This is an optimization exercise on Yosys and OpenROAD, whose aim is small area, a short achievable clock period and few clock cycles per item, not a production implementation. In this exercise RTL edits were held to simulation tests only and were not proved equivalent to the original. No activity file was given, so power comes from the tool's default toggle rates.

==> flow/design.v (outline; a module is shown in full before it is edited, if it fits) <==
// module phtc_cfg: 65 lines
// module phtc_core: 270 lines
// module phtc_mac: 3484 lines
// module phtc_fa: 4 lines
// module phtc_ha: 4 lines
// module phtc_bpp: 4 lines
// module phtc_bppn: 4 lines
// module pid_heading_turn_controller_top: 51 lines
module pid_heading_turn_controller_top
(
  input  logic        clk,
  input  logic        rst,
  input  logic        cmd_valid,
  output logic        cmd_ready,
  input  logic        cmd_op,
  input  logic [15:0] cmd_target_angle,
  input  logic [15:0] cmd_timeout_ms,
  input  logic [15:0] cmd_measured_angle,
  output logic        res_valid,
  input  logic        res_ready,
  output logic [7:0]  res_power_pct,
  output logic [1:0]  res_status,
  input  logic        psel,
  input  logic        penable,
  input  logic        pwrite,
  input  logic [4:0]  paddr,
  input  logic [31:0] pwdata,
  output logic [31:0] prdata,
  output logic        pready
);
  // ...
==> flow/run.sh <==
#!/bin/bash
# synth_recipe.tcl (not shown) runs the flow's synth.tcl, then flattens the netlist and writes it again
# the make line also repeats each setting of config.mk as NAME=value (left out here)
make -C /OpenROAD-flow-scripts/flow DESIGN_CONFIG=/design/flow/config.mk WORK_HOME=/design/flow/orfs CLKGATE_MAP_FILE= SYNTH_SCRIPT=/design/flow/synth_recipe.tcl finish
==> flow/config.mk <==
export PLATFORM = sky130hd
export DESIGN_NAME = pid_heading_turn_controller_top
export DESIGN_NICKNAME = pid_heading_turn_controller_top
export VERILOG_FILES = /design/flow/design.v
export SDC_FILE = /design/flow/constraint.sdc
export NUM_CORES = 4
export LEC_CHECK = 0
export CAP_MARGIN = 20
export CORE_MARGIN = 2
export CORE_UTILIZATION = 40
export SLEW_MARGIN = 20
export SYNTH_HIERARCHICAL = 1
export SYNTH_MINIMUM_KEEP_SIZE = 0
==> flow/constraint.sdc <==
create_clock -name core_clock -period 16.0 [get_ports {clk}]
set_input_delay 3.2000 -clock core_clock [delete_from_list [all_inputs] [get_ports {clk}]]
set_output_delay 3.2000 -clock core_clock [all_outputs]
set_load 0.01 [all_outputs]
==> results.yml, run 1 <==
hold_path:
  whs_path_depth: 0
synth:
  async_flop_share_pct: 0
  ys_seq_elements: 567
  synth_common_cells: "618 x xnor2_1, 562 x fa_1, 560 x a22oi_2"
  synthFlopType: "dfxtp_1"
  seq_area_frac_synth_pct: 25.28
  synth_area_leaders: "fa_1 22%, dfxtp_1 16%, a22oi_2 14%, xnor2_1 11%, edfxtp_1 9.2%"
setup_path:
  crit-reg2reg-capture: "u_core.u_mac.cut_q[101]"
  reg2reg_from: "u_cfg.cfg[68]"
  cp-endpoint: "u_core.u_mac.cut_q[101]"
finish:
  finish.utilization_pct: 45.39
  final.fill_count: 11750
  area_growth_pct: 13.04
  n_all_buffers: 235
  final_cell_area_um2: 57740
clock_tree:
  htreeDepth: 3
placed_design:
  portBuffers: 102
  gp_routability_congestion: 0.9161
  pre_cts_ws_ns: 10.10
timing:
  finalMaxSlewViolations: 0
power:
  p_per_area_nw_per_um2: 103.9
grt:
  track_usage_pct: 25.42
  use_met1_pct: 32.64
  grt_max_degree: 90
drt:
  met1_length_mm: 68.79
outcome:
  outcome: "timing/DRC/antenna clean"
Testbench counts, summed over its fixed seeds: cycles 12,288, items 12,000.
==> run 2: changes to the inputs <==
==> flow/flow/run.sh (new file) <==
#!/bin/bash
# The standard layout (the standard.sh: ORFS synthesis, floorplan,
# placement, CTS, routing, finish), with the timing repair after CTS and after
# global routing asked to leave a setup margin of MARGIN ns, so that it works
# on paths that already meet the 16 ns clock. The SDC and every other setting
# are the standard flow's.
set -euo pipefail
MARGIN=11.5
bash standard.sh SETUP_SLACK_MARGIN=$MARGIN finish > standard.log 2>&1
==> flow/standard.sh (new file) <==
#!/bin/bash
# synth_recipe.tcl (not shown) runs the flow's synth.tcl, then flattens the netlist and writes it again
# the make line also repeats each setting of config.mk as NAME=value (left out here)
make -C /OpenROAD-flow-scripts/flow DESIGN_CONFIG=/design/flow/config.mk WORK_HOME=/design/flow/orfs CLKGATE_MAP_FILE= SYNTH_SCRIPT=/design/flow/synth_recipe.tcl "${@:-finish}"
removed: flow/run.sh
==> results.yml, run 2 <==
timing:
  hold_viol_final: 0
  maxSlewHeadroom_pct: 19.16
  finalMaxSlewViolations: 0
  fin_crit_ns: 4.473
  max_freq_mhz: 223.6
  setup_viol_count_final: 0
  hold_slack_ns: 0.3271
  finalCritPeriodShare_pct: 27.96
  clock_skew_ns: 0.03418
  worstMarginPinSlew_ns: 1.213
  rsz0062_at_grt: "yes"
  tns_ns: 0
synth:
  yosysUniqueCellTypes: 88
  async_flop_share_pct: 0
  netlist_area_um2: 51070
  avgSynthCellArea_um2: 11.64
  synthFlopType: "dfxtp_1"
  seq_area_frac_synth_pct: 25.28
  synth.top_cell.area_share_pct: 22.03
  synth_common_cells: "618 x xnor2_1, 562 x fa_1, 560 x a22oi_2"
  yosys.area.top_type: "fa_1"
  ys_seq_elements: 567
  synth_edf_count: 156
  synth_most_common_cell: "xnor2_1"
  syn_inst: 4388
  synth.yosys.warnings: 9
  synth_area_leaders: "fa_1 22%, dfxtp_1 16%, a22oi_2 14%, xnor2_1 11%, edfxtp_1 9.2%"
clock_tree:
  path_clk_slew_ns: 0.06
  clk_latency_ns: 0.70
  root_buffer: "clkbuf_16"
  htreeDepth: 3
  clockBufferDepth: 3
  ctsHoldBuffers: 0
  cts_tree: "yes"
  clock-sinks: 567
  cts_buffers: 66
placed_design:
  placed_cells: 6212
  portBuffers: 102
  dp_hpwl_mm: 117.7
  gp_routability_congestion: 0.9153
floorplan:
  die_h_um: 361.3
  fp-row-count: 131
  fp.coreArea_um2: 127200
  start_util_pct: 40.16
  die_w_um: 361.3
  die_area_um2: 130600
  ios: 138
grt:
  grt_max_degree: 102
  grt_pass1_wl_mm: 253.1
  track_usage_pct: 25.96
  grt_overflow_total: 0
  antenna_found_initial: 4
  grt_pass1_vias: 38940
drt:
  via_per_inst: 5.942
  wl_per_cell_um: 26.87
  routed_wl_mm: 172.5
  vias: 38150
  drtIter0Drc: 3610
  antenna_left: 0
  drtPass1Iterations: 6
  drc: 0
setup_path:
  cp-end-kind: "register"
  arrival_ns: 5.02
  crit_type: "reg -> reg"
  critPathLaunchType: "register"
  reg2regPathDepth: 11
  cp_max_fo: 40
  crit_required_ns: 16.55
finish:
  regMostFlops: "u_core.u_mac.cut_q"
  final_cells: 6420
  area_growth_pct: 15.41
  final_common_cell: "xnor2_1"
  largest_registers: "u_core.u_mac.cut_q: 134 flops, u_cfg.cfg: 89 flops, u_core.q_mem: 48 flops"
  fin_nets: 5614
  layout-drive-gt1-share_pct: 22.13
  layout_common_cells: "617 x xnor2_1, 560 x fa_1, 560 x a22oi_2, 381 x dfxtp_1, 257 x ha_1"
  largest_reg_flops: 134
flow_run:
  drv_cap: 0
hold_path:
  whs_path_depth: 0
  hold_class: "reg -> reg"
outcome:
  outcome: "timing/DRC/antenna clean"
power:
  power_leakage_uw: 0.02309
  ir_worst_vdd_mv: 0.1085
  p_per_area_nw_per_um2: 101.6
run 2: critical path: stages (launching register included):
cell and delay, ns:
dfxtp_4 0.37, buf_16 0.33, nand2b_1 0.16, o21ai_4 0.20
buf_12 0.29, a22oi_2 0.10, xnor2_1 0.17, fa_1 0.48
fa_1 0.52, fa_1 0.65, fa_1 0.48, fa_1 0.46
run 2: cell families after synthesis:
kind of cell,after synthesis,share of synthesized area (%)
AOI/OAI and AO/OA,1089,20.41
xor gates and xnor gates,709,12.16
adders and majority gates,822,28.40
buffers and inverters,269,2.268
DFF,567,25.28
muxes,147,3.226
other,3,0.02205
and+or+nand+nor,782,8.231
run 2: metrics by stage:
stage	util, %	area [µm²]	power (µW)	setup slack [ns]
after CTS	46.12	58670	5987	11.47
after floorplan	-	51780	3562	11.21
after global routing	46.33	58930	6315	11.45
after detailed placement	43.56	55410	4387	10.40
final	46.34	58950	5991	11.53
after global placement	43.54	55380	4360	10.40
run 2: final timing paths:
check,startpoint,end,slack (ns)
max,u_cfg.cfg[62],u_core.u_mac.cut_q[90],11.53
min,u_core.s3_start,u_core.s4_start,0.33
max reg2reg,u_cfg.cfg[62],u_core.u_mac.cut_q[90],11.53
min reg2reg,u_core.s3_start,u_core.s4_start,0.33
run 2: what timing repair did:
item | in CTS | in global routing
hold endpoints to repair | 0 | 0
setup buffers | 65 | 16
resized for setup | 122 | 31
pin swaps | 17 | 4
setup endpoints to repair | 217 | 78
run 2: per-module statistics from Yosys, one instance, submodules excluded, excerpt:
module	cells	cell area (µm²)	flip-flops and latches	times used
phtc_mac	709	6407	134	1
phtc_bpp	2	21.27	0	536
phtc_cfg	476	4870	105	1
phtc_ha	1	12.51	0	38
phtc_core	1489	16280	328	1
phtc_fa	1	20.02	0	556
phtc_bppn	2	21.27	0	24
run 2: power breakdown:
group          switching (µW)  internal (µW)
clock network             638            950
registers                 201           1720
logic                    1560            918
total                    2400           3590
run 2: area by class of cell:
| type | count | area, µm² |
|---|---|---|
| Antenna cell | 8 | 20.02 |
| Fill cell | 11710 | 68250 |
| Multi-Input combinational cell | 3590 | 37820 |
| Tap cell | 1662 | 2079 |
| Timing Repair Buffer | 307 | 3112 |
| Clock buffer | 84 | 1822 |
| Clock inverter | 35 | 480.5 |
| Sequential cell | 567 | 12990 |
| Inverter | 167 | 626.9 |
run 2: layer usage:
layer  GRT usage [%]  vias to the layer above  share of wire (%)
li1                -                    16440                  -
met1           32.44                    19190                 40
met2           40.25                     1972                 44
met3           9.776                      543                 12
met4           10.78                        4                4.7
met5               0                        -              0.020
==> module phtc_core, before the edit <==
module phtc_core
(
  input  logic      clk,
  input  logic      rst,
  input  phtc_pkg::cfg_t               cfg,
  input  logic               cmd_valid,
  output logic               cmd_ready,
  input  logic               cmd_op,
  input  logic signed [15:0] cmd_target_angle,
  input  logic [15:0]        cmd_timeout_ms,
  input  logic signed [15:0] cmd_measured_angle,
  output logic               res_valid,
  input  logic               res_ready,
  output logic signed [7:0]  res_power_pct,
  output logic [1:0]         res_status
);
  localparam int QD = 6;           
  logic               h_v;
  logic               h_op;
  logic signed [15:0] h_tgt;
  logic [15:0]        h_tmo;
  logic signed [15:0] h_meas;
  logic               accept;
  assign accept = cmd_valid && cmd_ready;
  always_ff @(posedge clk) begin
    if (rst) h_v <= 1'b0;
    else     h_v <= accept;
  end
  always_ff @(posedge clk) begin
    h_op   <= cmd_op;
    h_tgt  <= cmd_target_angle;
    h_tmo  <= cmd_timeout_ms;
    h_meas <= cmd_measured_angle;
  end
  logic signed [15:0] goal_angle;
  logic [15:0]        time_limit;
  logic [15:0]        elapsed_ms;
  logic               h_start;
  logic signed [15:0] ref_angle;
  logic signed [16:0] err1;
  logic [16:0]        elapsed_sum;
  logic               time_out1;
  assign h_start     = (h_op == OP_START);
  assign ref_angle   = h_start ? h_tgt : goal_angle;
  assign err1        = 17'(ref_angle) - 17'(h_meas);
  assign elapsed_sum = {1'b0, elapsed_ms} + {7'd0, cfg.period_ms};
  assign time_out1   = (time_limit != 16'd0) && (elapsed_ms > time_limit);
  always_ff @(posedge clk) begin
    if (h_v) begin
      if (h_start) begin
        goal_angle <= h_tgt;
        time_limit <= h_tmo;
        elapsed_ms <= 16'd0;
      end else begin
        elapsed_ms <= elapsed_sum[16] ? 16'hffff : elapsed_sum[15:0];
      end
    end
  end
  logic               s1_v;
  logic               s1_start;
  logic               s1_time_out;
  logic signed [16:0] s1_err;
  always_ff @(posedge clk) begin
    if (rst) s1_v <= 1'b0;
    else     s1_v <= h_v;
  end
  always_ff @(posedge clk) begin
    s1_start    <= h_start;
    s1_time_out <= time_out1;
    s1_err      <= err1;
  end
  logic signed [16:0] prior_error;
  logic signed [31:0] error_sum;
  logic signed [17:0] der1;
  logic signed [32:0] sum_wide;
  logic signed [31:0] sum_sat;
  logic [16:0]        prior_abs;
  logic               err_ok1;
  assign der1      = 18'(s1_err) - 18'(prior_error);
  assign sum_wide  = 33'(error_sum) + 33'(s1_err);
  assign prior_abs = prior_error[16] ? 17'(-prior_error) : 17'(prior_error);
  assign err_ok1   = (prior_abs <= {2'b00, cfg.error_tolerance});
  always_comb begin
    if (sum_wide[32] != sum_wide[31]) begin
      sum_sat = sum_wide[32] ? 32'sh8000_0000 : 32'sh7fff_ffff;
    end else begin
      sum_sat = sum_wide[31:0];
    end
  end
  always_ff @(posedge clk) begin
    if (s1_v) begin
      error_sum   <= s1_start ? 32'sd0 : sum_sat;
      prior_error <= s1_err;
    end
  end
  logic               s2_v;
  logic               s2_start;
  logic               s2_err_ok;
  logic               s2_time_out;
  logic [16:0]        s2_err;
  logic [17:0]        s2_der;
  always_ff @(posedge clk) begin
    if (rst) s2_v <= 1'b0;
    else     s2_v <= s1_v;
  end
  always_ff @(posedge clk) begin
    s2_start    <= s1_start;
    s2_err_ok   <= err_ok1;
    s2_time_out <= s1_time_out;
    s2_err      <= s1_err;
    s2_der      <= der1;
  end
  logic [36:0]        mac_floor;
  phtc_mac u_mac (
    .clk       (clk),
    .e         (s2_err),
    .d         (s2_der),
    .s         (error_sum),
    .kp        (cfg.kp_gain),
    .ki        (cfg.ki_gain),
    .kd        (cfg.kd_gain),
    .acc_floor (mac_floor)
  );
  logic               s3_v;
  logic               s3_start;
  logic               s3_err_ok;
  logic               s3_time_out;
  always_ff @(posedge clk) begin
    if (rst) s3_v <= 1'b0;
    else     s3_v <= s2_v;
  end
  always_ff @(posedge clk) begin
    s3_start    <= s2_start;
    s3_err_ok   <= s2_err_ok;
    s3_time_out <= s2_time_out;
  end
  logic               s4_v;
  logic               s4_start;
  logic               s4_err_ok;
  logic               s4_time_out;
  logic signed [36:0] s4_acc;
  always_ff @(posedge clk) begin
    if (rst) s4_v <= 1'b0;
    else     s4_v <= s3_v;
  end
  always_ff @(posedge clk) begin
    s4_start    <= s3_start;
    s4_err_ok   <= s3_err_ok;
    s4_time_out <= s3_time_out;
    s4_acc      <= mac_floor;
  end
  logic signed [36:0] acc_floor;
  logic               pwr_ok;
  logic               big_pos;
  logic               big_neg;
  logic signed [7:0]  pct_floor;
  logic signed [7:0]  pct_trunc;
  logic signed [7:0]  pct_clamp;
  logic               running;
  logic               last_pwr_ok;
  logic               converged;
  logic signed [7:0]  pct_next;
  logic [1:0]         status_next;
  logic               running_next;
  assign acc_floor = s4_acc;
  assign pwr_ok = (acc_floor <= $signed({21'd0, cfg.power_tolerance})) &&
                  (acc_floor >= -$signed({21'd0, cfg.power_tolerance}));
  assign big_pos   = (acc_floor >= 37'sd25856);
  assign big_neg   = (acc_floor <= -37'sd25856);
  assign pct_floor = acc_floor[15:8];
  assign pct_trunc = (acc_floor[36] && (acc_floor[7:0] != 8'd0)) ? pct_floor + 8'sd1 : pct_floor;
  assign pct_clamp = big_pos ? 8'sd100 : big_neg ? -8'sd100 : pct_trunc;
  assign converged = s4_err_ok && last_pwr_ok;
  always_comb begin
    running_next = running;
    pct_next     = 8'sd0;
    status_next  = STATUS_IDLE;
    if (s4_start) begin
      running_next = 1'b1;
      status_next  = STATUS_RUN;
    end else if (!running) begin
      status_next  = STATUS_IDLE;
    end else if (converged) begin
      running_next = 1'b0;
      status_next  = STATUS_CONVERGE;
    end else if (s4_time_out) begin
      running_next = 1'b0;
      status_next  = STATUS_TIMEOUT;
    end else begin
      pct_next     = pct_clamp;
      status_next  = STATUS_RUN;
    end
  end
  always_ff @(posedge clk) begin
    if (rst) begin
      running <= 1'b0;
    end else if (s4_v) begin
      running <= running_next;
    end
  end
  always_ff @(posedge clk) begin
    if (s4_v) begin
      last_pwr_ok <= s4_start ? (cfg.power_tolerance >= 16'd25600) : pwr_ok;
    end
  end
  logic [7:0]          q_mem [QD];
  logic [2:0]          q_wr;
  logic [2:0]          q_rd;
  logic [2:0]          q_cnt;
  logic [2:0]          credit;
  logic                pop;
  logic                push;
  logic                q_empty;
  logic                load_out;
  logic                q_take;
  logic                q_put;
  logic [7:0]          enc_next;
  logic [7:0]          q_head;
  logic                head_special;
  assign pop      = res_valid && res_ready;
  assign push     = s4_v;
  assign q_empty  = (q_cnt == '0);
  assign load_out = !res_valid || res_ready;
  assign q_take   = load_out && !q_empty;
  assign q_put    = push && !(load_out && q_empty);
  assign enc_next = (status_next == STATUS_RUN) ? pct_next : {6'b100000, status_next};
  assign q_head   = q_mem[q_rd];
  assign head_special = (q_head[7:2] == 6'b100000);
  always_ff @(posedge clk) begin
    if (push) q_mem[q_wr] <= enc_next;
  end
  always_ff @(posedge clk) begin
    if (rst) begin
      q_wr  <= '0;
      q_rd  <= '0;
      q_cnt <= '0;
    end else begin
      if (q_put)  q_wr <= (q_wr == 3'(QD - 1)) ? 3'd0 : q_wr + 3'd1;
      if (q_take) q_rd <= (q_rd == 3'(QD - 1)) ? 3'd0 : q_rd + 3'd1;
      q_cnt <= q_cnt + q_put - q_take;
    end
  end
  always_ff @(posedge clk) begin
    if (rst) begin
      res_valid <= 1'b0;
    end else if (load_out) begin
      res_valid <= !q_empty || push;
    end
  end
  always_ff @(posedge clk) begin
    if (load_out) begin
      if (!q_empty) begin
        res_power_pct <= head_special ? 8'sd0 : q_head;
        res_status    <= head_special ? q_head[1:0] : STATUS_RUN;
      end else begin
        res_power_pct <= pct_next;
        res_status    <= status_next;
      end
    end
  end
  always_ff @(posedge clk) begin
    if (rst) begin
      credit    <= '0;
      cmd_ready <= 1'b1;
    end else begin
      credit    <= credit + accept - pop;
      cmd_ready <= (credit + accept - pop) < 3'(QD + 1);
    end
  end
endmodule
==> run 3: changes to the inputs <==
--- a/flow/design.v
+++ b/flow/design.v
@@ -161,6 +161,7 @@
   end
   logic signed [16:0] prior_error;
   logic signed [31:0] error_sum;
+  logic signed [31:0] error_sum_m;    
   logic signed [17:0] der1;
   logic signed [32:0] sum_wide;
   logic signed [31:0] sum_sat;
@@ -180,6 +181,7 @@
   always_ff @(posedge clk) begin
     if (s1_v) begin
       error_sum   <= s1_start ? 32'sd0 : sum_sat;
+      error_sum_m <= s1_start ? 32'sd0 : sum_sat;
       prior_error <= s1_err;
     end
   end
@@ -205,7 +207,7 @@
     .clk       (clk),
     .e         (s2_err),
     .d         (s2_der),
-    .s         (error_sum),
+    .s         (error_sum_m),
     .kp        (cfg.kp_gain),
     .ki        (cfg.ki_gain),
     .kd        (cfg.kd_gain),
@@ -302,8 +304,6 @@
   logic                push;
   logic                q_empty;
   logic                load_out;
-  logic                q_take;
-  logic                q_put;
   logic [7:0]          enc_next;
   logic [7:0]          q_head;
   logic                head_special;
@@ -311,23 +311,40 @@
   assign push     = s4_v;
   assign q_empty  = (q_cnt == '0);
   assign load_out = !res_valid || res_ready;
-  assign q_take   = load_out && !q_empty;
-  assign q_put    = push && !(load_out && q_empty);
   assign enc_next = (status_next == STATUS_RUN) ? pct_next : {6'b100000, status_next};
   assign q_head   = q_mem[q_rd];
   assign head_special = (q_head[7:2] == 6'b100000);
   always_ff @(posedge clk) begin
     if (push) q_mem[q_wr] <= enc_next;
   end
+  logic [2:0] wr_inc, rd_inc;
+  logic       put_r, take_r, put_n, take_n;
+  logic [2:0] q_wr_r, q_rd_r, q_cnt_r, q_wr_n, q_rd_n, q_cnt_n;
+  assign wr_inc  = (q_wr == 3'(QD - 1)) ? 3'd0 : q_wr + 3'd1;
+  assign rd_inc  = (q_rd == 3'(QD - 1)) ? 3'd0 : q_rd + 3'd1;
+  assign take_r  = !q_empty;
+  assign put_r   = push && !q_empty;
+  assign take_n  = !res_valid && !q_empty;
+  assign put_n   = push && (res_valid || !q_empty);
+  assign q_wr_r  = put_r  ? wr_inc : q_wr;
+  assign q_wr_n  = put_n  ? wr_inc : q_wr;
+  assign q_rd_r  = take_r ? rd_inc : q_rd;
+  assign q_rd_n  = take_n ? rd_inc : q_rd;
+  assign q_cnt_r = q_cnt + 3'(put_r) - 3'(take_r);
+  assign q_cnt_n = q_cnt + 3'(put_n) - 3'(take_n);
   always_ff @(posedge clk) begin
     if (rst) begin
       q_wr  <= '0;
       q_rd  <= '0;
       q_cnt <= '0;
+    end else if (res_ready) begin
+      q_wr  <= q_wr_r;
+      q_rd  <= q_rd_r;
+      q_cnt <= q_cnt_r;
     end else begin
-      if (q_put)  q_wr <= (q_wr == 3'(QD - 1)) ? 3'd0 : q_wr + 3'd1;
-      if (q_take) q_rd <= (q_rd == 3'(QD - 1)) ? 3'd0 : q_rd + 3'd1;
-      q_cnt <= q_cnt + q_put - q_take;
+      q_wr  <= q_wr_n;
+      q_rd  <= q_rd_n;
+      q_cnt <= q_cnt_n;
     end
   end
   always_ff @(posedge clk) begin
@@ -348,13 +365,30 @@
       end
     end
   end
+  logic [2:0] credit_up, credit_dn;
+  logic       ready_up, ready_same;
+  assign credit_up  = credit + 3'd1;
+  assign credit_dn  = credit - 3'd1;
+  assign ready_up   = (credit_up < 3'(QD + 1));
+  assign ready_same = (credit < 3'(QD + 1));
   always_ff @(posedge clk) begin
     if (rst) begin
       credit    <= '0;
       cmd_ready <= 1'b1;
     end else begin
-      credit    <= credit + accept - pop;
-      cmd_ready <= (credit + accept - pop) < 3'(QD + 1);
+      unique case ({accept, pop})
+        2'b10: begin
+          credit    <= credit_up;
+          cmd_ready <= ready_up;
+        end
+        2'b01: begin
+          credit    <= credit_dn;
+          cmd_ready <= 1'b1;
+        end
+        default: begin
+          cmd_ready <= ready_same;
+        end
+      endcase
     end
   end
 endmodule
==> flow/flow/run.sh (replaced) <==
#!/bin/bash
# The standard layout (the standard.sh), with three changes:
#  - after synthesis, every combinational cell gets the smallest drive
#    strength of its family (flow/downsize.tcl);
#  - the port buffers are buf_2 cells instead of the default choice;
#  - the timing repair after CTS and after global routing is asked to leave a
#    setup margin of MARGIN ns, so that it also works on paths that already
#    meet the 16 ns clock.
# The SDC, the clock period and every other setting are the standard flow's.
set -euo pipefail
MARGIN=11.7
bash standard.sh synth > synth.log 2>&1
ODB=orfs/results/sky130hd/pid_heading_turn_controller_top/base/1_synth.odb openroad -exit flow/downsize.tcl > downsize.log 2>&1
bash standard.sh SETUP_SLACK_MARGIN=$MARGIN "BUFFER_PORTS_ARGS=-buffer_cell sky130_fd_sc_hd__buf_2" finish > standard.log 2>&1
==> flow/flow/downsize.tcl (new file) <==
# Give every combinational cell of the synthesized netlist the smallest drive
# strength of its family; the timing repair later in the flow sizes up the
# cells on critical paths. Flip-flops, tie cells and buffers are left alone.
# usage: ODB=<odb> openroad -exit downsize.tcl
read_db $::env(ODB)
set db [ord::get_db]
set n_swapped 0
set area_before 0.0
set area_after 0.0
foreach inst [[ord::get_db_block] getInsts] {
  set m [$inst getMaster]
  set name [$m getName]
  set a [expr {[$m getWidth] * [$m getHeight] / 1e6}]
  set area_before [expr {$area_before + $a}]
  set best $m
  if {[regexp {^(sky130_fd_sc_hd__([a-z0-9]+))_([0-9]+)$} $name -> base fam size]
      && ![regexp {^(df|edf|sdf|dl|conb|buf|clk|inv|tap|fill|decap|dly|probe|lpflow|macro)} $fam]} {
    foreach cand {0 1 2 4} {
      set cm [$db findMaster ${base}_$cand]
      if {$cm eq "NULL" || $cm eq ""} { continue }
      if {[$cm getWidth] * [$cm getHeight] < [$best getWidth] * [$best getHeight]} {
        set best $cm
      }
    }
  }
  if {$best ne $m} {
    $inst swapMaster $best
    incr n_swapped
  }
  set area_after [expr {$area_after + [$best getWidth] * [$best getHeight] / 1e6}]
}
puts [format "downsize: %d cells swapped, area %.1f -> %.1f um2" $n_swapped $area_before $area_after]
write_db $::env(ODB)
--- a/flow/config.mk
+++ b/flow/config.mk
@@ -7,7 +7,7 @@
 export LEC_CHECK = 0
 export CAP_MARGIN = 20
 export CORE_MARGIN = 2
-export CORE_UTILIZATION = 40
+export CORE_UTILIZATION = 55
 export SLEW_MARGIN = 20
 export SYNTH_HIERARCHICAL = 1
 export SYNTH_MINIMUM_KEEP_SIZE = 0
==> results.yml, run 3 <==
setup_path:
  crit_type: "reg -> reg"
  crit-reg2reg-capture: "u_core.u_mac.cut_q[64]"
  critPathLaunchType: "register"
  crit_required_ns: 16.47
  cp-endpoint: "u_core.u_mac.cut_q[64]"
  crit_start: "u_core.s2_der[17]"
  arrival_ns: 4.84
  reg2regPathDepth: 7
  cp_max_fo: 25
  cp-end-kind: "register"
  rrSetupSlack_ns: 11.63
  reg2reg_from: "u_core.s2_der[17]"
clock_tree:
  cts_buffers: 67
  htreeDepth: 3
  clock-sinks: 567
  clk_latency_ns: 0.64
  clockBufferDepth: 3
  cts_tree: "yes"
  root_buffer: "clkbuf_16"
  path_clk_slew_ns: 0.06
finish:
  layout-drive-gt1-share_pct: 11.16
  largest_reg_flops: 134
  area_growth_pct: 13.59
  fin_nets: 5661
  final_cell_area_um2: 55160
  layout_common_cells: "614 x xnor2_1, 574 x a22oi_1, 562 x fa_1, 369 x dfxtp_1, 263 x ha_1"
  final_common_cell: "xnor2_1"
  largest_registers: "u_core.u_mac.cut_q: 134 flops, u_cfg.cfg: 89 flops, u_core.q_mem: 48 flops"
  regMostFlops: "u_core.u_mac.cut_q"
floorplan:
  start_util_pct: 55.71
  die_area_um2: 90680
  die_w_um: 301.1
  fp.coreArea_um2: 87160
  die_h_um: 301.1
  ios: 138
  fp-row-count: 108
drt:
  drtPass1Iterations: 12
  wl_per_cell_um: 28.43
  drtIter0Drc: 4430
  routed_wl_mm: 169.1
  drc: 0
  via_per_inst: 6.529
  antenna_left: 0
  vias: 38850
timing:
  finalMaxSlewViolations: 0
  tns_ns: 0
  max_freq_mhz: 228.8
  maxSlewHeadroom_pct: 15.45
  fin_crit_ns: 4.370
  clock_skew_ns: 0.03931
  finalCritPeriodShare_pct: 27.31
  rsz0062_at_grt: "yes"
  worstMarginPinSlew_ns: 1.267
  worst_slack_ns: 11.63
  hold_viol_final: 0
  setup_viol_count_final: 0
placed_design:
  gp_routability_congestion: 0.9528
  placed_area_um2: 51020
  pre_cts_ws_ns: 10.57
  portBuffers: 102
  dp_hpwl_mm: 112.1
synth:
  avgSynthCellArea_um2: 10.90
  synth.yosys.warnings: 9
  netlist_area_um2: 48560
  syn_inst: 4456
grt:
  grt_overflow_total: 0
  grt_pass1_vias: 38760
  antenna_found_initial: 4
  grt_pass1_wl_mm: 246.7
  grt_max_degree: 90
  track_usage_pct: 36.93
outcome:
  outcome: "timing/DRC/antenna clean"
power:
  power_leakage_uw: 0.02299
  p_per_area_nw_per_um2: 102.7
  ir_worst_vdd_mv: 0.1066
  power_uw: 5662
hold_path:
  whs_path_depth: 0
  hold_class: "reg -> reg"
flow_run:
  drv_cap: 0
run 3: changes by cell type in the layout (fill, tap and decap cells not counted), sizes merged, moves of 14 or more:
| cell | previous run | this run |
|---|---|---|
| a21oi | 148 | 172 |
| buf | 216 | 284 |
| clkbuf | 86 | 100 |
| clkdlybuf4s15 | 16 | 0 |
| clkdlybuf4s50 | 72 | 0 |
| nand2 | 135 | 156 |
| nor4 | 19 | 37 |
| o21ai | 111 | 145 |
| o22ai | 28 | 3 |
run 3: repair_timing:
action / in CTS / in global routing
setup endpoints to repair: 253 / 138
resized for setup: 75 / 35
hold endpoints to repair: 0 / 0
pin swaps: 12 / 4
cloned: 0 / 1
setup buffers: 85 / 28
hold buffers: 0 / 0
run 3: final cells by class:
class                           count  area (µm²)
Antenna cell                        1       2.502
Clock buffer                       98        1924
Clock inverter                     22       242.7
Fill cell                        7195       32000
Inverter                          176       660.6
Multi-Input combinational cell   3645       35100
Sequential cell                   567       13020
Tap cell                         1155        1445
Timing Repair Buffer              286        2763
run 3: worst max-delay path, stage by stage, from the launching register on:
cell and delay, ns:
dfxtp_1 1.13, a22oi_1 0.26, xnor2_1 0.30, fa_1 0.47
fa_1 0.47, fa_1 0.43, fa_1 0.56, fa_1 0.55
run 3: through the flow:
stage / utilization [%] / hold slack, ns / instances
2_1_floorplan: - / 0.3096 / 4494
3_3_place_gp: 58.52 / 0.3119 / 5713
3_5_place_dp: 58.53 / 0.3143 / 5713
4_1_cts: 62.68 / 0.3276 / 5918
5_1_grt: 63.28 / 0.3264 / 5949
6_report: 63.28 / 0.3254 / 5950
run 3: power breakdown:
| part | internal, µW | total, µW | switching (µW) |
|---|---|---|---|
| combinational | 822 | 1990 | 1170 |
| sequential | 1710 | 2180 | 463 |
| clock | 888 | 1500 | 610 |
run 3: worst min path at each step:
| stage | startpoint | to | slack, ns |
|---|---|---|---|
| global placement | u_core.s3_start | u_core.s4_start | 0.31 |
| CTS | u_core.s3_time_out | u_core.s4_time_out | 0.33 |
| detailed placement | u_core.s3_time_out | u_core.s4_time_out | 0.31 |
| finish | u_core.s3_time_out | u_core.s4_time_out | 0.33 |
| global route | u_core.s3_time_out | u_core.s4_time_out | 0.33 |
| floorplan | u_core.s1_time_out | u_core.s2_time_out | 0.31 |
run 3: per-layer routing:
metal,track usage (%),wire [µm]
met3,13.33,20480
met2,56.76,73900
met5,0.3175,31
met4,19.58,11050
met1,45.52,63670
Testbench counts of run 3, summed over its fixed seeds: cycles 12,288, items 12,000.
==> run 4: changes to the inputs <==
==> flow/flow/run.sh (replaced) <==
#!/bin/bash
# The standard layout (the standard.sh), with three changes:
#  - after synthesis, every combinational cell gets the smallest drive
#    strength of its family (flow/downsize.tcl);
#  - the port buffers are buf_2 cells instead of the default choice;
#  - the timing repair after CTS and after global routing is asked to leave a
#    setup margin of MARGIN ns, so that it also works on paths that already
#    meet the 16 ns clock, and may resize a cell to one of another footprint
#    (MATCH_CELL_FOOTPRINT=0).
# The SDC, the clock period and every other setting are the standard flow's.
set -euo pipefail
MARGIN=11.7
bash standard.sh synth > synth.log 2>&1
ODB=orfs/results/sky130hd/pid_heading_turn_controller_top/base/1_synth.odb openroad -exit flow/downsize.tcl > downsize.log 2>&1
bash standard.sh SETUP_SLACK_MARGIN=$MARGIN MATCH_CELL_FOOTPRINT=0 "BUFFER_PORTS_ARGS=-buffer_cell sky130_fd_sc_hd__buf_2" finish > standard.log 2>&1
==> results.yml, run 4 <==
outcome:
  outcome: "timing/DRC/antenna clean"
power:
  p_per_area_nw_per_um2: 102.6
  power_leakage_uw: 0.02299
  intPower_uw: 3424
  p_seq_share_pct: 38.4
  ir_worst_vdd_mv: 0.1065
  combPwrFrac_pct: 35.2
  swShare_pct: 39.49
  clock_power_share_pct: 26.5
  p_sw_uw: 2234
finish:
  layout-drive-gt1-share_pct: 11.16
  layout_common_cells: "613 x xnor2_1, 574 x a22oi_1, 562 x fa_1, 370 x dfxtp_1, 263 x ha_1"
  largest_registers: "u_core.u_mac.cut_q: 134 flops, u_cfg.cfg: 89 flops, u_core.q_mem: 48 flops"
  final_common_cell: "xnor2_1"
  regMostFlops: "u_core.u_mac.cut_q"
  area_growth_pct: 13.59
  multi_input_area_um2: 35100
  final.fill_count: 7176
  largest_reg_flops: 134
  final_cell_area_um2: 55160
  seqCellArea_um2: 13020
  fin_nets: 5659
timing:
  tns_ns: 0
  finalMaxSlewViolations: 0
  worstMarginPinSlew_ns: 1.246
  clock_skew_ns: 0.03873
  fin_crit_ns: 4.342
  setup_viol_count_final: 0
  hold_slack_ns: 0.3226
  max_freq_mhz: 230.3
  rsz0062_at_grt: "yes"
  maxSlewHeadroom_pct: 16.81
  finalCritPeriodShare_pct: 27.13
  hold_viol_final: 0
synth:
  syn_inst: 4456
  avgSynthCellArea_um2: 10.90
  synth.yosys.warnings: 9
  netlist_area_um2: 48560
clock_tree:
  htreeDepth: 3
  path_clk_slew_ns: 0.06
  clockBufferDepth: 3
  root_buffer: "clkbuf_16"
  cts_buffers: 67
  clk_latency_ns: 0.65
  clock-sinks: 567
  cts_tree: "yes"
grt:
  grt_pass1_wl_mm: 246.4
  grt_max_degree: 90
  track_usage_pct: 36.86
  grt_pass1_vias: 38750
  grt_overflow_total: 0
  antenna_found_initial: 3
floorplan:
  fp.coreArea_um2: 87160
  die_w_um: 301.1
  fp-row-count: 108
  ios: 138
  start_util_pct: 55.71
  die_h_um: 301.1
  die_area_um2: 90680
placed_design:
  portBuffers: 102
  placed_area_um2: 51020
  dp_hpwl_mm: 112.1
  gp_routability_congestion: 0.9528
setup_path:
  critPathMaxStageDelay_ns: 1.12
  crit_required_ns: 16.47
  cp-end-kind: "register"
  cp_max_fo: 25
  cpMostUsedCell: "fa_1"
  crit_slowest_cell: "dfxtp_1"
  reg2reg_from: "u_core.s2_der[17]"
  reg2regPathDepth: 7
  crit_family: "adder cells"
  arrival_ns: 4.81
  path_cells: "a22oi_1 > xnor2_1 > fa_1 > fa_1 > fa_1 > fa_1 > fa_1"
  critPathBufInv: 0
  crit_type: "reg -> reg"
  rrSetupSlack_ns: 11.66
  critPathLaunchType: "register"
  crit-reg2reg-capture: "u_core.u_mac.cut_q[64]"
drt:
  met1_length_mm: 63.21
  drc: 0
  wl_per_cell_um: 28.39
  top_layer_used: "met5"
  routed_wl_mm: 168.9
  wl_met2_mm: 73.89
  via_per_inst: 6.543
  drtIter0Drc: 4390
  vias: 38920
  drtPass1Iterations: 11
  dr_wl_met3_mm: 20.60
  antenna_left: 0
hold_path:
  whs_path_depth: 0
  min_from: "u_core.s3_time_out"
  holdPathEnd: "u_core.s4_time_out"
  hold_class: "reg -> reg"
flow_run:
  drv_cap: 0
[run 4: area by class of cell]
cell class / count / area share (%)
Sequential cell: 567 / 23.61
Multi-Input combinational cell: 3645 / 63.63
Inverter: 176 / 1.198
Antenna cell: 1 / 0.004537
Tap cell: 1155 / 2.620
Clock buffer: 98 / 3.489
Clock inverter: 22 / 0.4401
Timing Repair Buffer: 284 / 5.009
[run 4: how the worst max path moves through the flow]
stage / startpoint / endpoint / depth (start not counted)
6_report: u_core.s2_der[17] / u_core.u_mac.cut_q[64] / 7
5_1_grt: u_core.res_power_pct[5] / res_power_pct[5] / 1
4_1_cts: u_core.res_power_pct[5] / res_power_pct[5] / 1
3_3_place_gp: paddr[2] / u_cfg.cfg[72] / 5
3_5_place_dp: paddr[2] / u_cfg.cfg[58] / 5
2_1_floorplan: paddr[3] / u_cfg.cfg[78] / 5
[run 4: power groups by stage]
stage | sequential (µW) | clock [µW] | combinational (µW)
6_report | 2170 | 1500 | 1990
5_1_grt | 2170 | 1580 | 2210
4_1_cts | 2140 | 1530 | 1950
3_5_place_dp | 2200 | 0 | 1870
3_3_place_gp | 2200 | 0 | 1860
2_1_floorplan | 1980 | 0 | 1400
[run 4: what timing repair did]
item,CTS,global route
pin swaps,12,2
buffers inserted,87,26
resized for setup,75,40
hold buffers,0,0
setup endpoints to repair,253,141
[run 4: metrics by stage]
stage	cells	worst slack [ns]	power, µW	util, %
6_report	5948	11.66	5658	63.29
5_1_grt	5947	11.62	5965	63.28
4_1_cts	5920	11.63	5615	62.69
3_5_place_dp	5713	10.57	4073	58.53
3_3_place_gp	5713	10.58	4054	58.52
2_1_floorplan	4494	11.68	3375	-
[run 4: layer usage]
layer  global-route usage [%]  vias up
li1                         -    16620
met1                    45.46    19180
met2                    56.63     2470
met3                    13.17      649
met4                    19.82        3
met5                   0.3175        -
==> run 5: changes to the inputs <==
--- a/flow/design.v
+++ b/flow/design.v
@@ -104,7 +104,7 @@
   output logic signed [7:0]  res_power_pct,
   output logic [1:0]         res_status
 );
-  localparam int QD = 6;           
+  localparam int QD = 5;           
   logic               h_v;
   logic               h_op;
   logic signed [15:0] h_tgt;
@@ -125,52 +125,37 @@
   logic signed [15:0] goal_angle;
   logic [15:0]        time_limit;
   logic [15:0]        elapsed_ms;
+  logic signed [16:0] prior_error;
+  logic signed [31:0] error_sum;
+  logic signed [31:0] error_sum_m;    
   logic               h_start;
   logic signed [15:0] ref_angle;
   logic signed [16:0] err1;
+  logic signed [17:0] der1;
+  logic [32:0]        sum_s;
+  logic [32:0]        sum_c;
+  logic [32:0]        sum_wide;
+  logic signed [31:0] sum_sat;
   logic [16:0]        elapsed_sum;
   logic               time_out1;
+  logic [16:0]        prior_abs;
+  logic               err_ok1;
   assign h_start     = (h_op == OP_START);
   assign ref_angle   = h_start ? h_tgt : goal_angle;
   assign err1        = 17'(ref_angle) - 17'(h_meas);
+  assign der1        = 18'(err1) - 18'(prior_error);
   assign elapsed_sum = {1'b0, elapsed_ms} + {7'd0, cfg.period_ms};
   assign time_out1   = (time_limit != 16'd0) && (elapsed_ms > time_limit);
-  always_ff @(posedge clk) begin
-    if (h_v) begin
-      if (h_start) begin
-        goal_angle <= h_tgt;
-        time_limit <= h_tmo;
-        elapsed_ms <= 16'd0;
-      end else begin
-        elapsed_ms <= elapsed_sum[16] ? 16'hffff : elapsed_sum[15:0];
-      end
-    end
-  end
-  logic               s1_v;
-  logic               s1_start;
-  logic               s1_time_out;
-  logic signed [16:0] s1_err;
-  always_ff @(posedge clk) begin
-    if (rst) s1_v <= 1'b0;
-    else     s1_v <= h_v;
-  end
-  always_ff @(posedge clk) begin
-    s1_start    <= h_start;
-    s1_time_out <= time_out1;
-    s1_err      <= err1;
+  assign prior_abs   = prior_error[16] ? 17'(-prior_error) : 17'(prior_error);
+  assign err_ok1     = (prior_abs <= {2'b00, cfg.error_tolerance});
+  logic [32:0] op_a, op_b, op_c;
+  assign op_a = 33'(error_sum);
+  assign op_b = 33'(ref_angle);
+  assign op_c = ~(33'(h_meas));
+  for (genvar i = 0; i < 33; i++) begin : g_csa
+    phtc_fa u_fa (.a(op_a[i]), .b(op_b[i]), .c(op_c[i]), .s(sum_s[i]), .co(sum_c[i]));
   end
-  logic signed [16:0] prior_error;
-  logic signed [31:0] error_sum;
-  logic signed [31:0] error_sum_m;    
-  logic signed [17:0] der1;
-  logic signed [32:0] sum_wide;
-  logic signed [31:0] sum_sat;
-  logic [16:0]        prior_abs;
-  logic               err_ok1;
-  assign der1      = 18'(s1_err) - 18'(prior_error);
-  assign sum_wide  = 33'(error_sum) + 33'(s1_err);
-  assign prior_abs = prior_error[16] ? 17'(-prior_error) : 17'(prior_error);
-  assign err_ok1   = (prior_abs <= {2'b00, cfg.error_tolerance});
+  assign sum_wide = sum_s + {sum_c[31:0], 1'b1};
   always_comb begin
     if (sum_wide[32] != sum_wide[31]) begin
       sum_sat = sum_wide[32] ? 32'sh8000_0000 : 32'sh7fff_ffff;
@@ -179,10 +164,19 @@
     end
   end
   always_ff @(posedge clk) begin
-    if (s1_v) begin
-      error_sum   <= s1_start ? 32'sd0 : sum_sat;
-      error_sum_m <= s1_start ? 32'sd0 : sum_sat;
-      prior_error <= s1_err;
+    if (h_v) begin
+      if (h_start) begin
+        goal_angle  <= h_tgt;
+        time_limit  <= h_tmo;
+        elapsed_ms  <= 16'd0;
+        error_sum   <= 32'sd0;
+        error_sum_m <= 32'sd0;
+      end else begin
+        elapsed_ms  <= elapsed_sum[16] ? 16'hffff : elapsed_sum[15:0];
+        error_sum   <= sum_sat;
+        error_sum_m <= sum_sat;
+      end
+      prior_error <= err1;
     end
   end
   logic               s2_v;
@@ -193,13 +187,13 @@
   logic [17:0]        s2_der;
   always_ff @(posedge clk) begin
     if (rst) s2_v <= 1'b0;
-    else     s2_v <= s1_v;
+    else     s2_v <= h_v;
   end
   always_ff @(posedge clk) begin
-    s2_start    <= s1_start;
+    s2_start    <= h_start;
     s2_err_ok   <= err_ok1;
-    s2_time_out <= s1_time_out;
-    s2_err      <= s1_err;
+    s2_time_out <= time_out1;
+    s2_err      <= err1;
     s2_der      <= der1;
   end
   logic [36:0]        mac_floor;
==> flow/flow/run.sh (replaced) <==
#!/bin/bash
# The standard layout (the standard.sh), with three changes:
#  - after synthesis, every combinational cell gets the smallest drive
#    strength of its family (flow/downsize.tcl);
#  - the port buffers are buf_2 cells instead of the default choice;
#  - the timing repair after CTS and after global routing is asked to leave a
#    setup margin of MARGIN ns, so that it also works on paths that already
#    meet the 16 ns clock.
# The SDC, the clock period and every other setting are the standard flow's.
set -euo pipefail
MARGIN=11.7
bash standard.sh synth > synth.log 2>&1
ODB=orfs/results/sky130hd/pid_heading_turn_controller_top/base/1_synth.odb openroad -exit flow/downsize.tcl > downsize.log 2>&1
bash standard.sh SETUP_SLACK_MARGIN=$MARGIN "BUFFER_PORTS_ARGS=-buffer_cell sky130_fd_sc_hd__buf_2" finish > standard.log 2>&1
==> results.yml, run 5 <==
outcome:
  outcome: "timing/DRC/antenna clean"
setup_path:
  cp_max_fo: 1
  critPathLaunchType: "register"
  crit_family: "flip-flops"
  critPathBufInv: 1
  path_cells: "buf_2"
  arrival_ns: 1.19
  critPathMaxStageDelay_ns: 0.37
  crit_required_ns: 12.80
  cp-end-kind: "output pin"
  crit_type: "reg -> out"
  crit_slowest_cell: "edfxtp_1"
floorplan:
  die_w_um: 300.6
  fp-row-count: 108
  ios: 138
  fp.coreArea_um2: 87020
  start_util_pct: 55.61
  die_h_um: 300.6
  die_area_um2: 90370
finish:
  final.fill_count: 7193
  final_common_cell: "xnor2_1"
  largest_registers: "u_core.u_mac.cut_q: 134 flops, u_cfg.cfg: 89 flops, u_core.q_mem: 40 flops"
  fin_nets: 5709
  layout_common_cells: "625 x xnor2_1, 592 x fa_1, 574 x a22oi_1, 351 x dfxtp_1, 249 x ha_1"
  layout-drive-gt1-share_pct: 13.48
  final_cell_area_um2: 55990
  regMostFlops: "u_core.u_mac.cut_q"
  largest_reg_flops: 134
  area_growth_pct: 15.70
timing:
  clock_skew_ns: 0.06563
  worstMarginPinSlew_ns: 1.250
  finalMaxSlewViolations: 0
  rsz0062_at_grt: "yes"
  finalCritPeriodShare_pct: 27.46
  fin_crit_ns: 4.394
  setup_viol_count_final: 0
  tns_ns: 0
  hold_viol_final: 0
  maxSlewHeadroom_pct: 16.56
  max_freq_mhz: 227.6
flow_run:
  drv_cap: 0
grt:
  grt_pass1_vias: 39140
  gr-usage-met2_pct: 58.06
  antenna_found_initial: 7
  use_met1_pct: 46.77
  grt_pass1_wl_mm: 250.1
  track_usage_pct: 37.43
  busiest_layer: "met2"
  grt_overflow_total: 0
  use_met3_pct: 13.48
  grt_max_degree: 86
clock_tree:
  path_clk_slew_ns: 0.06
  clockBufferDepth: 3
  cts_buffers: 61
  ctsHoldBuffers: 0
  htreeDepth: 2
  clk_latency_ns: 0.73
  cts_tree: "yes"
  clock-sinks: 539
  root_buffer: "clkbuf_16"
hold_path:
  hold_class: "reg -> reg"
drt:
  drtIter0Drc: 4219
  routed_wl_mm: 174.1
  vias: 38890
  drc: 0
  antenna_left: 0
  wl_per_cell_um: 29.17
  via_per_inst: 6.517
  drtPass1Iterations: 7
power:
  ir_worst_vdd_mv: 0.2007
  power_leakage_uw: 0.02309
  p_per_area_nw_per_um2: 122.6
placed_design:
  placed_area_um2: 50940
  portBuffers: 102
  gp_routability_congestion: 0.9402
  dp_hpwl_mm: 114.2
synth:
  syn_inst: 4435
  netlist_area_um2: 48390
  synth.yosys.warnings: 9
  avgSynthCellArea_um2: 10.91
## run 5: through the flow
step | total power [µW] | hold slack [ns] | setup slack (ns) | utilization (%) | instances
after detailed placement | 4931 | 0.3121 | 10.38 | 58.54 | 5698
after global routing | 7219 | 0.3302 | 11.55 | 64.33 | 5963
after global placement | 4900 | 0.3121 | 10.44 | 58.53 | 5698
final | 6865 | 0.3264 | 11.61 | 64.34 | 5967
after CTS | 6508 | 0.3259 | 11.56 | 62.72 | 5886
after floorplan | 3914 | 0.3096 | 11.68 | - | 4473
## run 5: worst paths after layout
path	slack [ns]	cells past startpoint	startpoint	to
setup reg to reg	11.67	7	u_core.error_sum_m[22]	u_core.u_mac.cut_q[72]
hold reg to reg	0.33	0	u_core.s3_start	u_core.s4_start
hold / removal	0.33	0	u_core.s3_start	u_core.s4_start
setup / recovery	11.61	1	u_core.res_power_pct[5]	res_power_pct[5]
## run 5: cell type report
type | instances | area, µm² | area share [%]
sequential | 539 | 12380 | 22.11
inverter | 175 | 656.9 | 1.173
clock buffer | 70 | 1643 | 2.934
timing repair buffer | 318 | 3119 | 5.571
clock inverter | 46 | 494.2 | 0.8827
tap | 1155 | 1445 | 2.581
multi-input combinational | 3660 | 36250 | 64.74
antenna | 4 | 10.01 | 0.01788
## run 5: what timing repair did
| item | CTS | global route |
|---|---|---|
| gates cloned | 3 | 8 |
| setup buffers | 69 | 67 |
| pin swaps | 25 | 46 |
| setup endpoints to repair | 267 | 146 |
| resized for setup | 112 | 139 |
## run 5: per-layer routing
metal	share of wire (%)	vias to the layer above	routed length, µm
met5	0.061	-	106
met1	38	19310	65330
met3	12	641	21570
met4	5.9	10	10320
met2	44	2361	76760
li1	-	16570	-
## run 5: power by group
group          total (µW)  switching [µW]  internal [µW]
Sequential           2240             539           1700
Clock                1460             639            820
Combinational        3170            1880           1290
Testbench counts of run 5, summed over its fixed seeds: cycles 12,240, items 12,000.
==> run 6: changes to the inputs <==
--- a/flow/design.v
+++ b/flow/design.v
@@ -127,7 +127,6 @@
   logic [15:0]        elapsed_ms;
   logic signed [16:0] prior_error;
   logic signed [31:0] error_sum;
-  logic signed [31:0] error_sum_m;    
   logic               h_start;
   logic signed [15:0] ref_angle;
   logic signed [16:0] err1;
@@ -170,11 +169,9 @@
         time_limit  <= h_tmo;
         elapsed_ms  <= 16'd0;
         error_sum   <= 32'sd0;
-        error_sum_m <= 32'sd0;
       end else begin
         elapsed_ms  <= elapsed_sum[16] ? 16'hffff : elapsed_sum[15:0];
         error_sum   <= sum_sat;
-        error_sum_m <= sum_sat;
       end
       prior_error <= err1;
     end
@@ -201,7 +198,7 @@
     .clk       (clk),
     .e         (s2_err),
     .d         (s2_der),
-    .s         (error_sum_m),
+    .s         (error_sum),
     .kp        (cfg.kp_gain),
     .ki        (cfg.ki_gain),
     .kd        (cfg.kd_gain),
==> results.yml, run 6 <==
finish:
  multi_input_area_um2: 36100
  final_cell_area_um2: 55500
  layout-drive-gt1-share_pct: 12.39
  area_growth_pct: 14.20
  fin_nets: 5697
  largest_reg_flops: 134
  final_common_cell: "xnor2_1"
  final.fill_count: 7344
  layout_common_cells: "621 x xnor2_1, 595 x fa_1, 574 x a22oi_1, 351 x dfxtp_1, 253 x ha_1"
  regMostFlops: "u_core.u_mac.cut_q"
  seqCellArea_um2: 12370
  largest_registers: "u_core.u_mac.cut_q: 134 flops, u_cfg.cfg: 89 flops, u_core.q_mem: 40 flops"
hold_path:
  whs_path_depth: 0
  hold_class: "reg -> reg"
placed_design:
  portBuffers: 102
  dp_hpwl_mm: 114.4
  placed_area_um2: 51180
  gp_routability_congestion: 0.9261
drt:
  routed_wl_mm: 171.2
  vias: 38660
  drtIter0Drc: 4278
  via_per_inst: 6.483
  wl_per_cell_um: 28.70
  drtPass1Iterations: 7
  antenna_left: 0
  drc: 0
synth:
  syn_inst: 4452
  avgSynthCellArea_um2: 10.92
  netlist_area_um2: 48600
  synth.yosys.warnings: 9
timing:
  fin_crit_ns: 4.362
  hold_slack_ns: 0.3252
  max_freq_mhz: 229.2
  rsz0062_at_grt: "yes"
  setup_viol_count_final: 0
  finalMaxSlewViolations: 0
  tns_ns: 0
  worstMarginPinSlew_ns: 1.264
  clock_skew_ns: 0.03942
  hold_viol_final: 0
  finalCritPeriodShare_pct: 27.26
  maxSlewHeadroom_pct: 15.65
clock_tree:
  cts_buffers: 61
  root_buffer: "clkbuf_16"
  clk_latency_ns: 0.68
  clock-sinks: 539
  path_clk_slew_ns: 0.06
  cts_tree: "yes"
  ctsHoldBuffers: 0
  htreeDepth: 2
  clockBufferDepth: 3
floorplan:
  die_h_um: 301.3
  die_w_um: 301.3
  start_util_pct: 55.25
  fp.coreArea_um2: 87970
  ios: 138
  die_area_um2: 90760
  fp-row-count: 109
setup_path:
  crit-reg2reg-capture: "u_core.u_mac.cut_q[68]"
  critPathMaxStageDelay_ns: 0.36
  critPathLaunchType: "register"
  crit_family: "flip-flops"
  cp_max_fo: 1
  reg2reg_from: "u_core.s2_der[8]"
  cp-endpoint: "res_power_pct[5]"
  cp-end-kind: "output pin"
  critPathBufInv: 1
  cp.depth: 1
  reg2regPathDepth: 7
  crit_required_ns: 12.80
  crit_slowest_cell: "edfxtp_1"
  crit_type: "reg -> out"
  path_cells: "buf_2"
  rrSetupSlack_ns: 11.68
  crit_start: "u_core.res_power_pct[5]"
  arrival_ns: 1.16
flow_run:
  drv_cap: 0
power:
  combPwrFrac_pct: 44.6
  p_per_area_nw_per_um2: 120.3
  intPower_uw: 3742
  clock_power_share_pct: 21.8
  p_seq_share_pct: 33.7
  power_uw: 6678
  ir_worst_vdd_mv: 0.1674
  p_sw_uw: 2935
  swShare_pct: 43.96
  power_leakage_uw: 0.02298
outcome:
  outcome: "timing/DRC/antenna clean"
grt:
  grt_pass1_vias: 38940
  grt_pass1_wl_mm: 251.1
  grt_max_degree: 115
  grt_overflow_total: 0
  antenna_found_initial: 7
  track_usage_pct: 37.38
[run 6: what timing repair did]
item / CTS / global route
gates resized for setup: 99 / 86
gates cloned: 1 / 2
endpoints found under the setup margin: 262 / 160
setup buffers: 72 / 44
pin swaps: 22 / 17
[run 6: final cells by class]
type,instances,area share [%]
sequential,539,22.29
inverter,179,1.217
multi-input combinational,3665,65.04
clock inverter,28,0.5478
clock buffer,88,3.233
antenna,3,0.01353
timing repair buffer,297,5.038
tap,1165,2.626
[run 6: metal layers]
metal | global-route usage (%) | routed length (µm)
met1 | 46.80 | 65370
met2 | 57.68 | 75800
met3 | 13.48 | 20330
met4 | 17.48 | 9588
met5 | 0 | 92
[run 6: worst min path at each step]
stage                                   from                  to  slack, ns
final                        u_core.s3_start     u_core.s4_start       0.33
after global routing         u_core.s3_start     u_core.s4_start       0.33
after CTS                    u_core.s3_start     u_core.s4_start       0.33
after detailed placement     u_core.s3_start     u_core.s4_start       0.31
after global placement    u_core.s3_time_out  u_core.s4_time_out       0.31
after floorplan             u_core.s2_err_ok    u_core.s3_err_ok       0.31
[run 6: worst register-to-register path, delay by kind of cell, from the launching register on]
kind                     cells  cell delay [ns]
AO/OA/AOI/OAI                1             0.28
XOR/XNOR                     1             0.23
flip-flops                   1             1.13
adder cells (fa/ha/maj)      5             2.54
[run 6: per-stage QoR]
stage / instances / setup slack (ns) / utilization [%]
detailed placement: 5725 / 10.55 / 58.18
global placement: 5724 / 10.54 / 58.16
floorplan: 4490 / 11.68 / -
CTS: 5914 / 11.59 / 62.12
finish: 5964 / 11.64 / 63.10
global route: 5962 / 11.58 / 63.09
[run 6: power by group through the flow]
stage	sequential (µW)	clock, µW	combinational, µW
6_report	2250	1450	2980
5_1_grt	2250	1530	3270
4_1_cts	2230	1480	2790
3_5_place_dp	2280	0	2700
3_3_place_gp	2280	0	2670
2_1_floorplan	2050	0	1910
Testbench counts of run 6, summed over its fixed seeds: cycles 12,240, items 12,000.

-- what the ideal ports hide --
How much do the figures lean on ideal ports? The routed layouts below were timed once more, with nothing changed but the port constraints. Step 1: set_driving_cell puts a clkbuf_16 on clk and a buf_2 on each other input, an assumption about the parent block. Step 2 adds t to the input delays and takes it off the output delays; t is the mean of the earliest and latest rising clock arrival at the registers after step 1. Input paths then give back, and output paths get back, about the clock's delay inside the block. Three values: ideal, step 1, step 2; two values: the first two.
run	shift t [ns]	setup WS [ns]	worst hold slack (ns)	worst setup path after step 2
run 1	0.730	10.476 / 10.476 / 10.128	0.327 / 0.327 / 0.327	input to register
run 2	0.752	11.527 / 11.470 / 10.862	0.327 / 0.327 / 0.327	input to register
run 3	0.695	11.630 / 11.602 / 11.119	0.325 / 0.325 / 0.325	input to register
run 4	0.697	11.658 / 11.602 / 11.082	0.323 / 0.323 / 0.323	input to register
run 5	0.762	11.606 / 11.538 / 11.090	0.326 / 0.326 / 0.326	input to register
run 6	0.727	11.638 / 11.568 / 11.084	0.325 / 0.325 / 0.325	input to register
After both steps setup and hold are still met in every run listed. The setup slack of run 2, which loses most, moves by -0.057 ns with the drivers and by -0.665 ns with both steps.
